This is an optimization exercise on Yosys and OpenROAD, whose aim is small area, not a production implementation.
The RTL was checked by simulation tests, not by an equivalence proof against the original design.
Power figures rest on the tool's default switching activity, not on a simulated workload.

== run 4 ==
// sidAudioPath
module sidAudioPath (
  input  logic                   clk,
  input  logic                   rst,
  input  logic                   sampleValid,
  input  sidPkg::voice_t         voice0,
  input  sidPkg::voice_t         voice1,
  input  sidPkg::voice_t         voice2,
  input  logic [7:0]             env0,
  input  logic [7:0]             env1,
  input  logic [7:0]             env2,
  input  logic [3-1:0] filterRoute,
  input  sidPkg::filterMode_t    mode,
  input  logic [15:0]            coef,
  input  logic [3:0]             volume,
  output sidPkg::sample_t        audioOut,
  output logic                   audioValid
);
  logic [11:0] v0, v1, v2;
  logic [7:0]  e0, e1, e2;    
  logic [2:0]  route;
  logic signed [15:0] H;      
  logic signed [17:0] acc;    
  logic signed [15:0] lp;     
  localparam logic [2:0] PH_F = 3'd0, PH_FILT = 3'd1, PH_D = 3'd2, PH_VOL = 3'd3, PH_P = 3'd4;
  logic [2:0] ph;
  logic [2:0] sc;             
  logic [2:0] left;           
  logic       busy, accPend, cPend;    
  logic [2:0] rt;             
  logic [2:0] cand;           
  logic [2:0] vOne;           
  logic       inF, isX, inFilt, isP, inD, inVol, isVoice, run;
  logic       opFirst, voiceLast, accStep, filtLast, cStep;
  logic [2:0] filtPair;
  assign rt      = (filterRoute & {3{sampleValid}}) | (route & {3{~sampleValid}});
  assign cand    = left & ((ph == PH_D) ? ~rt : rt);
  assign vOne    = {cand[2] & ~cand[1] & ~cand[0], cand[1] & ~cand[0], cand[0]};
  assign isX     = (ph == PH_F) & (cand == 3'd0);
  assign inF     = (ph == PH_F) & ~isX;
  assign inFilt  = ph == PH_FILT;
  assign isP     = ph[2];       
  assign inD     = ph == PH_D;
  assign inVol   = ph == PH_VOL;
  assign isVoice = inF | inD;
  assign busy    = ~((ph == PH_F) & (sc == 3'd0) & (left == 3'b111));
  ...
==> module sidAudioPath, before the edit <==
module sidAudioPath (
  input  logic                   clk,
  input  logic                   rst,
  input  logic                   sampleValid,
  input  sidPkg::voice_t         voice0,
  input  sidPkg::voice_t         voice1,
  input  sidPkg::voice_t         voice2,
  input  logic [7:0]             env0,
  input  logic [7:0]             env1,
  input  logic [7:0]             env2,
  input  logic [3-1:0] filterRoute,
  input  sidPkg::filterMode_t    mode,
  input  logic [15:0]            coef,
  input  logic [3:0]             volume,
  output sidPkg::sample_t        audioOut,
  output logic                   audioValid
);
  logic [11:0] v0, v1, v2;
  logic [7:0]  e0, e1, e2;    
  logic [2:0]  route;
  logic signed [15:0] H;      
  logic signed [17:0] acc;    
  logic signed [15:0] lp;     
  localparam logic [2:0] PH_F = 3'd0, PH_FILT = 3'd1, PH_D = 3'd2, PH_VOL = 3'd3, PH_P = 3'd4;
  logic [2:0] ph;
  logic [2:0] sc;             
  logic [2:0] left;           
  logic       busy, accPend, cPend;    
  logic [2:0] rt;             
  logic [2:0] cand;           
  logic [2:0] vOne;           
  logic       inF, isX, inFilt, isP, inD, inVol, isVoice, run;
  logic       opFirst, voiceLast, accStep, filtLast, cStep;
  logic [2:0] filtPair;
  assign rt      = (filterRoute & {3{sampleValid}}) | (route & {3{~sampleValid}});
  assign cand    = left & ((ph == PH_D) ? ~rt : rt);
  assign vOne    = {cand[2] & ~cand[1] & ~cand[0], cand[1] & ~cand[0], cand[0]};
  assign isX     = (ph == PH_F) & (cand == 3'd0);
  assign inF     = (ph == PH_F) & ~isX;
  assign inFilt  = ph == PH_FILT;
  assign isP     = ph[2];       
  assign inD     = ph == PH_D;
  assign inVol   = ph == PH_VOL;
  assign isVoice = inF | inD;
  assign busy    = ~((ph == PH_F) & (sc == 3'd0) & (left == 3'b111));
  assign run     = busy | sampleValid;
  assign opFirst = sc == 3'd0;
  assign voiceLast = isVoice & (sc[1:0] == 2'd3);
  assign accStep = accPend;
  assign cStep   = cPend;
  assign filtLast = inFilt & (sc == 3'd7);
  assign filtPair = sc;
  always_ff @(posedge clk) begin
    if (rst | ~run) begin
      ph   <= PH_F;
      sc   <= '0;
      left <= 3'b111;
    end else begin
      sc      <= sc + 3'd1;
      if (voiceLast) begin
        left <= left & ~vOne;
        sc   <= '0;
        if ((cand & ~vOne) == 3'd0) ph <= inF ? PH_F : PH_VOL;
      end
      if (isX) begin
        ph <= PH_FILT;
        sc <= '0;
      end
      if (filtLast) ph <= PH_P;
      if (isP) begin
        ph <= ((left & ~route) == 3'd0) ? PH_VOL : PH_D;
        sc <= '0;
      end
      if (inVol & sc[0]) begin
        ph   <= PH_F;
        sc   <= '0;
        left <= 3'b111;
      end
    end
  end
  always_ff @(posedge clk) begin
    accPend    <= run & voiceLast;
    cPend      <= run & isP;
    audioValid <= ~rst & busy & inVol & sc[0];
  end
  logic signed [17:0] aOp, bOp, sum, res;
  logic               cin, zero, clipOn;
  logic signed [15:0] clip;
  assign zero   = rst | sampleValid;
  assign clipOn = ~accStep | inVol;
  always_comb begin
    aOp = (isP | zero) ? {{2{lp[15]}}, lp} : acc;
    bOp = '0;
    cin = 1'b0;
    if (zero | inFilt) begin
      bOp = ~{{2{lp[15]}}, lp};
      cin = 1'b1;
    end else if (accStep | isP) begin
      bOp = {{2{H[15]}}, H};
    end
  end
  rca #(18) aluAdd (.a(aOp), .b(bOp), .cin(cin), .s(sum));
  always_comb begin
    if (clipOn && !sum[17] && (sum[16] || sum[15]))      res = 18'sh07fff;
    else if (clipOn && sum[17] && !(sum[16] && sum[15])) res = -18'sh08000;
    else                                                 res = sum;
  end
  assign clip = res[15:0];
  logic [11:0]        vSel;
  logic [7:0]         eSel;
  logic signed [15:0] M;
  logic [1:0]         bits;
  logic signed [15:0] hEff;
  logic signed [17:0] mExt, row1, engSum;
  logic signed [15:0] engOut;
  logic [11:0] v0n, v1n, v2n;
  logic [7:0]  e0n, e1n, e2n;
  assign v0n = (voice0 & {12{sampleValid}}) | (v0 & {12{~sampleValid}});
  assign v1n = (voice1 & {12{sampleValid}}) | (v1 & {12{~sampleValid}});
  assign v2n = (voice2 & {12{sampleValid}}) | (v2 & {12{~sampleValid}});
  assign e0n = sampleValid ? {env0[1:0], env0[7:2]} : {e0[1:0], e0[7:2]};
  assign e1n = sampleValid ? {env1[1:0], env1[7:2]} : {e1[1:0], e1[7:2]};
  assign e2n = sampleValid ? {env2[1:0], env2[7:2]} : {e2[1:0], e2[7:2]};
  always_comb begin
    vSel = ({12{vOne[0]}} & v0n) | ({12{vOne[1]}} & v1n) | ({12{vOne[2]}} & v2n);
    eSel = ({8{vOne[0]}} & e0n) | ({8{vOne[1]}} & e1n) | ({8{vOne[2]}} & e2n);
  end
  always_comb begin
    if (inF)         bits = eSel[7:6];
    else if (inD)    bits = eSel[3:2];            
    else if (inFilt) bits = coef[2*filtPair +: 2];
    else if (inVol)  bits = sc[0] ? volume[3:2] : volume[1:0];
    else             bits = 2'b00;
  end
  assign M      = isVoice ? {vSel, 4'b0000} : clip;
  assign hEff   = opFirst ? 16'sd0 : H;
  assign mExt   = {{2{M[15]}}, M};
  rca #(18) engAdd1 (.a({{2{hEff[15]}}, hEff}), .b(bits[0] ? mExt : 18'sd0), .cin(1'b0), .s(row1));
  rca #(18) engAdd2 (.a(row1), .b(bits[1] ? {mExt[16:0], 1'b0} : 18'sd0), .cin(1'b0), .s(engSum));
  assign engOut = engSum[17:2];
  always_ff @(posedge clk) begin
    v0    <= v0n;
    v1    <= v1n;
    v2    <= v2n;
    if (sampleValid) route <= filterRoute;
    e0    <= e0n;
    e1    <= e1n;
    e2    <= e2n;
    H <= engOut;
  end
  always_ff @(posedge clk) begin
    if (sampleValid | accStep | (filtLast & (mode == 2'd2)) | (isP & (mode == 2'd1)) |
        (cStep & (mode[0] == mode[1]))) begin
      acc <= res;
    end
  end
  always_ff @(posedge clk) begin
    if (rst)      lp <= '0;
    else if (isP) lp <= clip;
  end
  assign audioOut = H;
endmodule
clock: 25.0 ns
lec_check: 0
cap_margin: 0
core_margin: 2
core_utilization: 40
cts_buf_list: sky130_fd_sc_hd__clkbuf_4
slew_margin: 0
standard.sh (not shown) runs the stock make flow with config.mk's settings and CLKGATE_MAP_FILE= SYNTH_SCRIPT=/design/flow/synth_recipe.tcl, a recipe that flattens the netlist after the stock synthesis.
==> flow/flow/run.sh <==
#!/bin/bash
# Standard ORFS layout (standard.sh) with these changes:
#  - synthesis: flow/synth.tcl, the standard flow's synthesis script without the quick ABC pass before the
#    adder extraction and with an area-oriented final ABC
#    mapping (flow/area.abc); flip-flops are mapped before that step, as in the standard one
#  - port buffers use the smallest buffer, sky130_fd_sc_hd__buf_1 (every port is still buffered)
#  - clock tree synthesis with a clkbuf_8 root, clkbuf_4 leaves and no dummy loads
# The make output goes to flow_make.log; ORFS writes each tool's log under orfs/logs/.
set -euo pipefail
here=$(pwd)
export MY_ABC_SCRIPT="$here/flow/area.abc"
export BUFFER_PORTS_ARGS="-buffer_cell sky130_fd_sc_hd__buf_1"
export CTS_ARGS="-sink_clustering_enable -repair_clock_nets -root_buf sky130_fd_sc_hd__clkbuf_8 -buf_list sky130_fd_sc_hd__clkbuf_4 -dont_use_dummy_load"
bash standard.sh SYNTH_SCRIPT="$here/flow/synth.tcl" finish > flow_make.log 2>&1
==> flow/flow/area.abc <==
strash
dch
amap -m -F 8 -A 8
strash
dch
amap -m -F 8 -A 8
topo
dnsize -c
==> flow/flow/synth.tcl <==
# The standard flow's synthesis script (synth_recipe.tcl) with two changes to the combinational mapping:
#  - the fine stage of Yosys's synth runs without its quick ABC pass (-noabc), so that
#    extract_fa still finds the ripple adders' full adders;
#  - the final ABC technology mapping, which runs after the flip-flops are mapped, uses
#    flow/area.abc (area-oriented mapping with amap) in place of ORFS's delay-oriented script.
# The registers (names and cells) are the standard synthesis's.
proc synth {args} {
  if { [lsearch -exact $args fine:] >= 0 } { lappend args -noabc }
  yosys synth -nofsm -noshare {*}$args
}
proc abc {args} {
  set i [lsearch -exact $args -script]
  if { $i >= 0 } { lset args [expr {$i + 1}] $::env(MY_ABC_SCRIPT) }
  yosys abc {*}$args
}
source $::env(SCRIPTS_DIR)/synth.tcl
# left out here: clear keep_hierarchy, flatten, clean up, hide names made inside functions, write 1_2_yosys.v
The flow did not stop early for run 4: all stages ran, and the layout cleared the timing, DRC and antenna checks.
Setup changes, run 4 to run 3
--- a/flow/design.v
+++ b/flow/design.v
@@ -36,47 +36,48 @@
   logic [11:0] v0, v1, v2;
   logic [7:0]  e0, e1, e2;    
   logic [2:0]  route;
   logic signed [15:0] H;      
   logic signed [17:0] acc;    
   logic signed [15:0] lp;     
-  localparam logic [2:0] PH_F = 3'd0, PH_FILT = 3'd1, PH_D = 3'd2, PH_VOL = 3'd3, PH_P = 3'd4;
+  localparam logic [2:0] PH_F = 3'd0, PH_FILT = 3'd1, PH_P = 3'd2, PH_D = 3'd3, PH_VOL = 3'd4;
   logic [2:0] ph;
   logic [2:0] sc;             
   logic [2:0] left;           
-  logic       busy, accPend, cPend;    
+  logic       busy, accPend, cPend;
   logic [2:0] rt;             
   logic [2:0] cand;           
   logic [2:0] vOne;           
   logic       inF, isX, inFilt, isP, inD, inVol, isVoice, run;
   logic       opFirst, voiceLast, accStep, filtLast, cStep;
   logic [2:0] filtPair;
   assign rt      = (filterRoute & {3{sampleValid}}) | (route & {3{~sampleValid}});
   assign cand    = left & ((ph == PH_D) ? ~rt : rt);
   assign vOne    = {cand[2] & ~cand[1] & ~cand[0], cand[1] & ~cand[0], cand[0]};
   assign isX     = (ph == PH_F) & (cand == 3'd0);
   assign inF     = (ph == PH_F) & ~isX;
   assign inFilt  = ph == PH_FILT;
-  assign isP     = ph[2];       
+  assign isP     = ph == PH_P;
   assign inD     = ph == PH_D;
   assign inVol   = ph == PH_VOL;
   assign isVoice = inF | inD;
-  assign busy    = ~((ph == PH_F) & (sc == 3'd0) & (left == 3'b111));
   assign run     = busy | sampleValid;
   assign opFirst = sc == 3'd0;
   assign voiceLast = isVoice & (sc[1:0] == 2'd3);
   assign accStep = accPend;
   assign cStep   = cPend;
   assign filtLast = inFilt & (sc == 3'd7);
   assign filtPair = sc;
   always_ff @(posedge clk) begin
     if (rst | ~run) begin
       ph   <= PH_F;
       sc   <= '0;
       left <= 3'b111;
+      busy <= 1'b0;
     end else begin
+      busy    <= 1'b1;
       sc      <= sc + 3'd1;
       if (voiceLast) begin
         left <= left & ~vOne;
         sc   <= '0;
         if ((cand & ~vOne) == 3'd0) ph <= inF ? PH_F : PH_VOL;
       end
@@ -90,12 +91,13 @@
         sc <= '0;
       end
       if (inVol & sc[0]) begin
         ph   <= PH_F;
         sc   <= '0;
         left <= 3'b111;
+        busy <= 1'b0;
       end
     end
   end
   always_ff @(posedge clk) begin
     accPend    <= run & voiceLast;
     cPend      <= run & isP;
@@ -170,14 +172,13 @@
     if (sampleValid | accStep | (filtLast & (mode == 2'd2)) | (isP & (mode == 2'd1)) |
         (cStep & (mode[0] == mode[1]))) begin
       acc <= res;
     end
   end
   always_ff @(posedge clk) begin
-    if (rst)      lp <= '0;
-    else if (isP) lp <= clip;
+    if (rst | isP) lp <= clip;
   end
   assign audioOut = H;
 endmodule
 module rca #(parameter int W = 16) (
   input  logic [W-1:0] a,
   input  logic [W-1:0] b,
[summary]
- Per the comparison of run 3 with run 4, part of the power in combinational logic rose 9.5 points; final critical-path required period fell 650 ps; period utilization fell 2.6 points; slew at the pin with the worst max-slew slack fell 120 ps.
- Between run 4 and run 3, the cell count went down.
- Run 4 has a lower area after synthesis than run 3.
- Per the comparison of run 3 with run 4, signed area change from the synthesized netlist to the final layout went up, final-stage net count shows a reduction of 19.
- The switching power share of the total of run 3 exceeds that of run 4 by 3.4 points.
- Run 3 vs run 4: number of sequential cells in the layout up

[re-timing with driven ports]
The flow's constraints put no driver on any port. The routed layouts listed below were extracted and timed again, unchanged, in two steps. Step 1 assumes that a clkbuf_16 drives the clock port and a buf_2 every other input. Step 2 adds t to the input delays and takes it off the output delays; t is the mean of the earliest and latest rising clock arrival at the registers after step 1. Input paths then give back, and output paths get back, about the clock's delay inside the block. Slacks: ideal / step 1 / step 2; pairs: ideal / step 1.
| run | shift t [ns] | setup WS [ns] | clock arrival spread, ns | cell pins on the clock port's net |
|---|---|---|---|---|
| run 4 | 0.431 | 1.669 / 1.683 / 1.252 | 0.054 / 0.054 | 1 |
| run 3 | 0.434 | 2.323 / 2.336 / 1.902 | 0.045 / 0.046 | 1 |
After both steps setup and hold are still met in every run listed. The setup slack of run 3, which loses most, moves by +0.013 ns with the drivers and by -0.421 ns with both steps.
